This is an optimization exercise on Yosys and OpenROAD, whose aim is small area, not a production implementation.
Where RTL was checked, it was by simulation tests only, not by an equivalence proof against the original.
Power figures rest on the tool's default switching activity, not on a simulated workload.

==> flow/design.v <==
module bin2sevenseg #(
  parameter int NDIG = 8
) (
  input  logic [4*NDIG-1:0] value,
  input  logic              neg,
  input  logic              err,
  output logic [7*NDIG-1:0] segs
);
  logic [NDIG:0] z;
  always_comb begin
    z[NDIG] = 1'b1;
    for (int k = NDIG - 1; k >= 0; k--)
      z[k] = z[k+1] && (value[4*k +: 4] == 4'd0);
    for (int k = 0; k < NDIG; k++) begin
      logic d3, d2, d1, d0, bl, mi;
      {d3, d2, d1, d0} = value[4*k +: 4];
      bl = (k == 0) ? 1'b0 : z[k];                            
      mi = (k == 0) ? 1'b0 : (neg && z[k] && (k == 1 || !z[k-1]));
      segs[7*k+0] = !bl && (d3 || d1 || !(d2 ^ d0));
      segs[7*k+1] = !bl && (!d2 || !(d1 ^ d0)) && !(k == 0 && err);
      segs[7*k+2] = !bl && (d2 || !d1 || d0) && !(k == 0 && err);
      segs[7*k+3] = !bl && (d3 || (!d2 && !d0) || (!d2 && d1) || (d1 && !d0) || (d2 && !d1 && d0));
      segs[7*k+4] = !bl && !d0 && (!d2 || d1);
      segs[7*k+5] = !bl && (d3 || (!d1 && !d0) || (d2 && !d1) || (d2 && !d0));
      segs[7*k+6] = (d3 || (d2 ^ d1) || (d1 && !d0)) || mi || (k == 0 && err);
    end
  end
endmodule
module bcd_add8 (
  input  logic [31:0] x,
  input  logic [31:0] y,
  input  logic        cin,
  output logic [31:0] s,
  output logic        cout
);
  always_comb begin
    logic c, cb;
    logic [4:0] t;
    logic k10;
    c = cin;
    for (int k = 0; k < 8; k++) begin
      cb = c;
      for (int i = 0; i < 4; i++) begin
        t[i] = x[4*k+i] ^ y[4*k+i] ^ cb;
        cb   = (x[4*k+i] & y[4*k+i]) | (cb & (x[4*k+i] ^ y[4*k+i]));
      end
      t[4] = cb;
      k10 = t[4] || (t[3] && (t[2] || t[1]));
      s[4*k+0] = t[0];
      s[4*k+1] = t[1] ^ k10;
      s[4*k+2] = t[2] ^ (k10 && !t[1]);
      s[4*k+3] = t[3] ^ (k10 && (t[1] || t[2]));
      c = k10;
    end
    cout = c;
  end
endmodule
module calculator_top (
  input  logic        clock,
  input  logic        reset,
  input  logic [3:0]  cmd,
  output logic [55:0] displays,
  output logic [1:0]  status,
  output logic [2:0]  EA,
  output logic [2:0]  PE
);
  localparam logic [2:0] ENTER_A = 3'd0;
  localparam logic [2:0] ENTER_B = 3'd1;
  localparam logic [2:0] CALC    = 3'd2;
  localparam logic [2:0] RESULT  = 3'd3;
  localparam logic [2:0] ERROR   = 3'd4;
  logic [2:0]  state, next;
  logic [3:0]  prev_x;
  logic [1:0]  op;           
  logic [31:0] r_val;        
  logic [31:0] b_val;        
  logic [31:0] m_val;        
  logic        sign;
  logic        cy;           
  logic [1:0]  ph;
  logic        fl;
  logic key_ok, is_digit, is_op, is_eq, is_clr;
  assign key_ok   = ((cmd ^ 4'd13) != prev_x) && (cmd != 4'd13);
  assign is_digit = key_ok && !(cmd[3] && (cmd[2] || cmd[1]));
  assign is_op    = key_ok && cmd[3] && (cmd[2] ? (cmd[1:0] == 2'b00) : cmd[1]);
  assign is_eq    = key_ok && (cmd == 4'd14);
  assign is_clr   = key_ok && (cmd == 4'd15);
  wire st_a    = (state == ENTER_A);
  wire st_b    = (state == ENTER_B);
  wire st_calc = (state == CALC);
  wire st_res  = (state == RESULT);
  wire st_err  = (state == ERROR);
  wire op_mul = !op[1];
  wire op_sub = op[1] && op[0];
  wire op_add = op[1] && !op[0];
  wire mul_act  = !(m_val[31] && m_val[30]);
  wire s0 = mul_act && (ph == 2'd0);
  wire s1 = mul_act && (ph == 2'd1);
  wire s2 = mul_act && (ph == 2'd2);
  wire mul_done = fl;
  wire [3:0] md = m_val[31:28];
  wire md_ge5 = md[3] || (md[2] && (md[1] || md[0]));
  wire md_is1 = (md == 4'd1), md_is3 = (md == 4'd3), md_is4 = (md == 4'd4);
  wire md_is6 = (md == 4'd6), md_is7 = (md == 4'd7);
  wire md_is8 = (md == 4'd8), md_is9 = (md == 4'd9);
  wire mul1 = (s0 && md_is1) || (s1 && (md_is3 || md_is6)) || (s2 && md_is8);
  wire mul2 = (s0 && !md_ge5 && (md[2] || md[1])) ||
              (s1 && (md_is4 || md_is7 || md_is8 || md_is9)) || (s2 && md_is9);
  wire mul5 = s0 && md_ge5;
  logic [31:0] b2, b5, r9;
  always_comb begin
    for (int k = 0; k < 8; k++) begin
      logic [3:0] c, l, r;
      logic ge5, lge5, odd;
      logic [2:0] h;
      c    = b_val[4*k +: 4];
      l    = (k == 0) ? 4'd0 : b_val[4*k-4 +: 4];
      ge5  = c[3] || (c[2] && (c[1] || c[0]));
      lge5 = l[3] || (l[2] && (l[1] || l[0]));
      b2[4*k+0] = lge5;
      b2[4*k+1] = c[0] ^ ge5;
      b2[4*k+2] = (c[1] && !c[2]) || (c[2] && c[1] && c[0]) || (c[3] && !c[0]);
      b2[4*k+3] = (c[2] && !c[1] && !c[0]) || (c[3] && c[0]);
      odd = c[0];
      h   = l[3:1];
      b5[4*k+0] = h[0] ^ odd;
      b5[4*k+1] = odd ? (h[0] ^ h[1]) : h[1];
      b5[4*k+2] = odd ? !(h[2] || (h[1] && h[0])) : h[2];
      b5[4*k+3] = odd && (h[2] || (h[1] && h[0]));
      r = r_val[4*k +: 4];
      r9[4*k+0] = !r[0];
      r9[4*k+1] = r[1];
      r9[4*k+2] = r[1] ^ r[2];
      r9[4*k+3] = !(r[3] || r[2] || r[1]);
    end
  end
  wire b2_ovf = b_val[31] || (b_val[30] && (b_val[29] || b_val[28]));
  wire b5_ovf = b_val[31] || b_val[30] || b_val[29];
  wire a_room = (r_val[31:28] == 4'd0);
  wire b_room = (b_val[31:28] == 4'd0);
  wire b_shift = st_b && is_digit && b_room;
  wire op_load = is_op && !st_calc;
  wire b_hold  = (st_b || st_calc) && !b_shift;
  logic xr, xr10, xr9, yd, yb, yb2, yb5, cin;
  always_comb begin
    xr = 1'b0; xr10 = 1'b0; xr9 = 1'b0;
    yd = 1'b0; yb = 1'b0; yb2 = 1'b0; yb5 = 1'b0; cin = 1'b0;
    if (!is_clr) begin
      case (state)
        ENTER_A: begin
          if (is_digit && a_room) begin xr10 = 1'b1; yd = 1'b1; end
          else xr = 1'b1;
        end
        ENTER_B: begin
          if (is_eq) begin
            xr = op_add; xr9 = op_sub; yb = !op_mul;
          end else xr = 1'b1;
        end
        CALC: begin
          if (op_add) xr = !cy;
          else if (op_sub) begin
            xr = cy; cin = cy; xr9 = !cy;
          end else begin
            xr10 = s0;
            xr   = !s0 && !(mul_done && cy);
            yb   = mul1; yb2 = mul2; yb5 = mul5;
          end
        end
        RESULT: begin
          if (is_digit) yd = 1'b1;
          else xr = 1'b1;
        end
        default: xr = 1'b1;    
      endcase
    end
  end
  logic [31:0] xv, yv, sum;
  logic        cout;
  assign xv = ({32{xr}} & r_val) | ({32{xr10}} & {r_val[27:0], 4'd0}) | ({32{xr9}} & r9);
  assign yv = ({32{yd}} & {28'd0, cmd}) | ({32{yb}} & b_val) | ({32{yb2}} & b2) | ({32{yb5}} & b5);
  bcd_add8 u_add (.x(xv), .y(yv), .cin(cin), .s(sum), .cout(cout));
  wire mul_ovf_step = cout || (s0 && !a_room) || (yb2 && b2_ovf) || (yb5 && b5_ovf);
  always_comb begin
    next = state;
    if (!reset || is_clr) begin
      next = ENTER_A;
    end else begin
      case (state)
        ENTER_A: if (is_op) next = ENTER_B;
        ENTER_B: if (is_eq) next = CALC;
        CALC: begin
          if (!op_mul)       next = (op_add && cy) ? ERROR : RESULT;
          else if (mul_done) next = cy ? ERROR : RESULT;
        end
        RESULT: begin
          if (is_digit)   next = ENTER_A;
          else if (is_op) next = ENTER_B;
        end
        ERROR:   next = ERROR;
        default: next = ENTER_A;
      endcase
    end
  end
  always_ff @(posedge clock or negedge reset) begin
    if (!reset) begin
      state    <= ENTER_A;
      prev_x   <= 4'd0;
      r_val    <= '0;
    end else begin
      state    <= next;
      prev_x   <= cmd ^ 4'd13;
      r_val    <= sum;
    end
  end
  always_ff @(posedge clock) begin
    if (st_calc && op_mul) cy <= cy || mul_ovf_step;
    else                   cy <= cout;
    sign <= (st_calc && op_sub && cy) || (!st_calc && sign);
    ph <= (!st_calc || ph == 2'd2) ? 2'd0 : ph + 2'd1;
    fl <= st_calc && (fl || (!mul_act && ph == 2'd2));
    m_val <= ({32{!st_calc}} & r_val) | ({32{st_calc && s2}} & {m_val[27:0], 4'hF})
           | ({32{st_calc && !s2}} & m_val);
    b_val <= ({32{b_shift}} & {b_val[27:0], cmd}) | ({32{b_hold}} & b_val);
    op <= op_load ? cmd[1:0] : (st_err ? 2'b00 : op);
  end
  logic [55:0] num_segs;
  bin2sevenseg u_conv (
    .value ((st_b || st_calc) ? b_val : r_val),
    .neg   (st_res && sign),
    .err   (st_err),
    .segs  (displays)
  );
  assign status = st_calc ? 2'b01 : st_err ? 2'b10 : 2'b00;
  assign EA = state;
  assign PE = next;
endmodule
clock: 50.0 ns
lec_check: 0
cap_margin: 20
core_margin: 2
core_utilization: 40
slew_margin: 20
standard.sh (not shown) runs the stock make flow with config.mk's settings and CLKGATE_MAP_FILE= SYNTH_SCRIPT=/design/flow/synth_recipe.tcl, a recipe that flattens the netlist after the stock synthesis.
==> flow/flow/run.sh <==
#!/bin/bash
# Layout flow: ORFS synthesis with an area-oriented ABC mapping (flow/area_synth.tcl,
# flow/area.abc), checked to leave the same registers (names and cell types) as the
# standard synthesis; then the standard layout with the smallest buffer on each port and
# a clock tree without dummy loads. Tool output: *.log here and orfs*/logs/.
set -euo pipefail
WORK=$(pwd)
RES=orfs/results/${FLOW_PLATFORM}/calculator_top/base
regs() { grep -E '^\s+sky130_fd_sc_hd__\S+ ' "$1" | awk '$1 ~ /__(df|edf|sdf|dl)/ {print $1, $2}' | sort; }

# 1. the standard synthesis, for its register list
bash standard.sh synth > std_synth.log 2>&1
regs $RES/1_2_yosys.v > regs_std.txt
mv orfs orfs_std

# 2. area-oriented synthesis
export AREA_ABC_SCRIPT=$WORK/flow/area.abc
bash standard.sh SYNTH_SCRIPT=$WORK/flow/area_synth.tcl ADDER_MAP_FILE= synth > area_synth.log 2>&1
regs $RES/1_2_yosys.v > regs_area.txt
if ! cmp -s regs_std.txt regs_area.txt || [ ! -s regs_std.txt ]; then
  echo "registers differ from the standard synthesis: using the standard netlist" | tee -a area_synth.log
  rm -rf orfs
  mv orfs_std orfs
fi

# 3. layout
bash standard.sh SYNTH_SCRIPT=$WORK/flow/area_synth.tcl ADDER_MAP_FILE= \
  "BUFFER_PORTS_ARGS=-buffer_cell sky130_fd_sc_hd__buf_1" \
  "CTS_ARGS=-sink_clustering_enable -repair_clock_nets -buf_list sky130_fd_sc_hd__clkbuf_8 -sink_clustering_size 10 -sink_clustering_max_diameter 40 -dont_use_dummy_load" \
  "PLACE_PINS_ARGS=-exclude left:* -exclude right:*" finish > layout.log 2>&1
==> flow/flow/area.abc <==
strash
&get -n
&deepsyn -T 30
&put
dch -f
amap
topo
==> flow/flow/area_synth.tcl <==
proc synth {args} { yosys synth -nofsm -noshare {*}$args }
# Area mapping: the standard synthesis script with ABC given flow/area.abc.
# Technology mapping with an area-oriented ABC script in place of the standard one.
proc abc {args} {
  set i [lsearch -exact $args -script]
  if { $i >= 0 } { lset args [expr { $i + 1 }] $::env(AREA_ABC_SCRIPT) }
  set j [lsearch -exact $args -D]
  if { $j >= 0 } { set args [lreplace $args $j [expr { $j + 1 }]] }
  yosys abc {*}$args
}
source $::env(SCRIPTS_DIR)/synth.tcl
# left out here: clear keep_hierarchy, flatten, clean up, hide names made inside functions, write 1_2_yosys.v
The starting point passed the timing, design-rule and antenna checks.
Edit:
--- a/flow/design.v
+++ b/flow/design.v
@@ -100,12 +100,12 @@
   wire mul_done = fl;
   wire [3:0] md = m_val[31:28];
   wire md_ge5 = md[3] || (md[2] && (md[1] || md[0]));
-  wire md_is1 = (md == 4'd1), md_is3 = (md == 4'd3), md_is4 = (md == 4'd4);
-  wire md_is6 = (md == 4'd6), md_is7 = (md == 4'd7);
-  wire md_is8 = (md == 4'd8), md_is9 = (md == 4'd9);
-  wire mul1 = (s0 && md_is1) || (s1 && (md_is3 || md_is6)) || (s2 && md_is8);
-  wire mul2 = (s0 && !md_ge5 && (md[2] || md[1])) ||
-              (s1 && (md_is4 || md_is7 || md_is8 || md_is9)) || (s2 && md_is9);
+  wire r1 = (md == 4'd1) || (md == 4'd6);
+  wire r2 = (md == 4'd2) || (md == 4'd7);
+  wire r3 = (md == 4'd3) || (md == 4'd8);
+  wire r4 = (md == 4'd4) || (md == 4'd9);
+  wire mul1 = (s1 && r1) || (s2 && r3);
+  wire mul2 = (s1 && (r2 || r3 || r4)) || (s2 && r4);
   wire mul5 = s0 && md_ge5;
   logic [31:0] b2, b5, r9;
   always_comb begin
The new run went through all stages and came out clean.
Combinational power climbs by 22%.
Die area climbs by 0.36%.
Synthesized cell count climbs by 4.6%.
Design area stays flat.
Power climbs by 13%.
Function not checked in the second run of this note: the RTL went through the layout flow alone.

port drivers added, routing unchanged:
How much do the figures lean on ideal ports? The routed layouts below were timed once more, with nothing changed but the port constraints.
Step 1, drivers: a clkbuf_16 drives clock and a buf_2 each remaining input, both assumed.
Step 2 moves the port delays by t, midway between the first and last clock arrival at a register: inputs arrive t later, outputs are due t later. That takes back most of the time a late clock gives input paths.
a / b / c = no drivers / after step 1 / after step 2; a / b = the first two.
run | t, ns | setup slack, ns | worst setup path at the end | worst data-port slew with drivers (ns)
the first run | 0.418 | 25.323 / 25.335 / 24.916 | input to register | 0.03
the second run | 0.421 | 25.854 / 25.866 / 25.445 | input to register | 0.03
After both steps setup and hold are still met in every run listed. For the second run, which loses most, drivers alone change the setup slack by +0.012 ns; drivers and shift together by -0.409 ns.
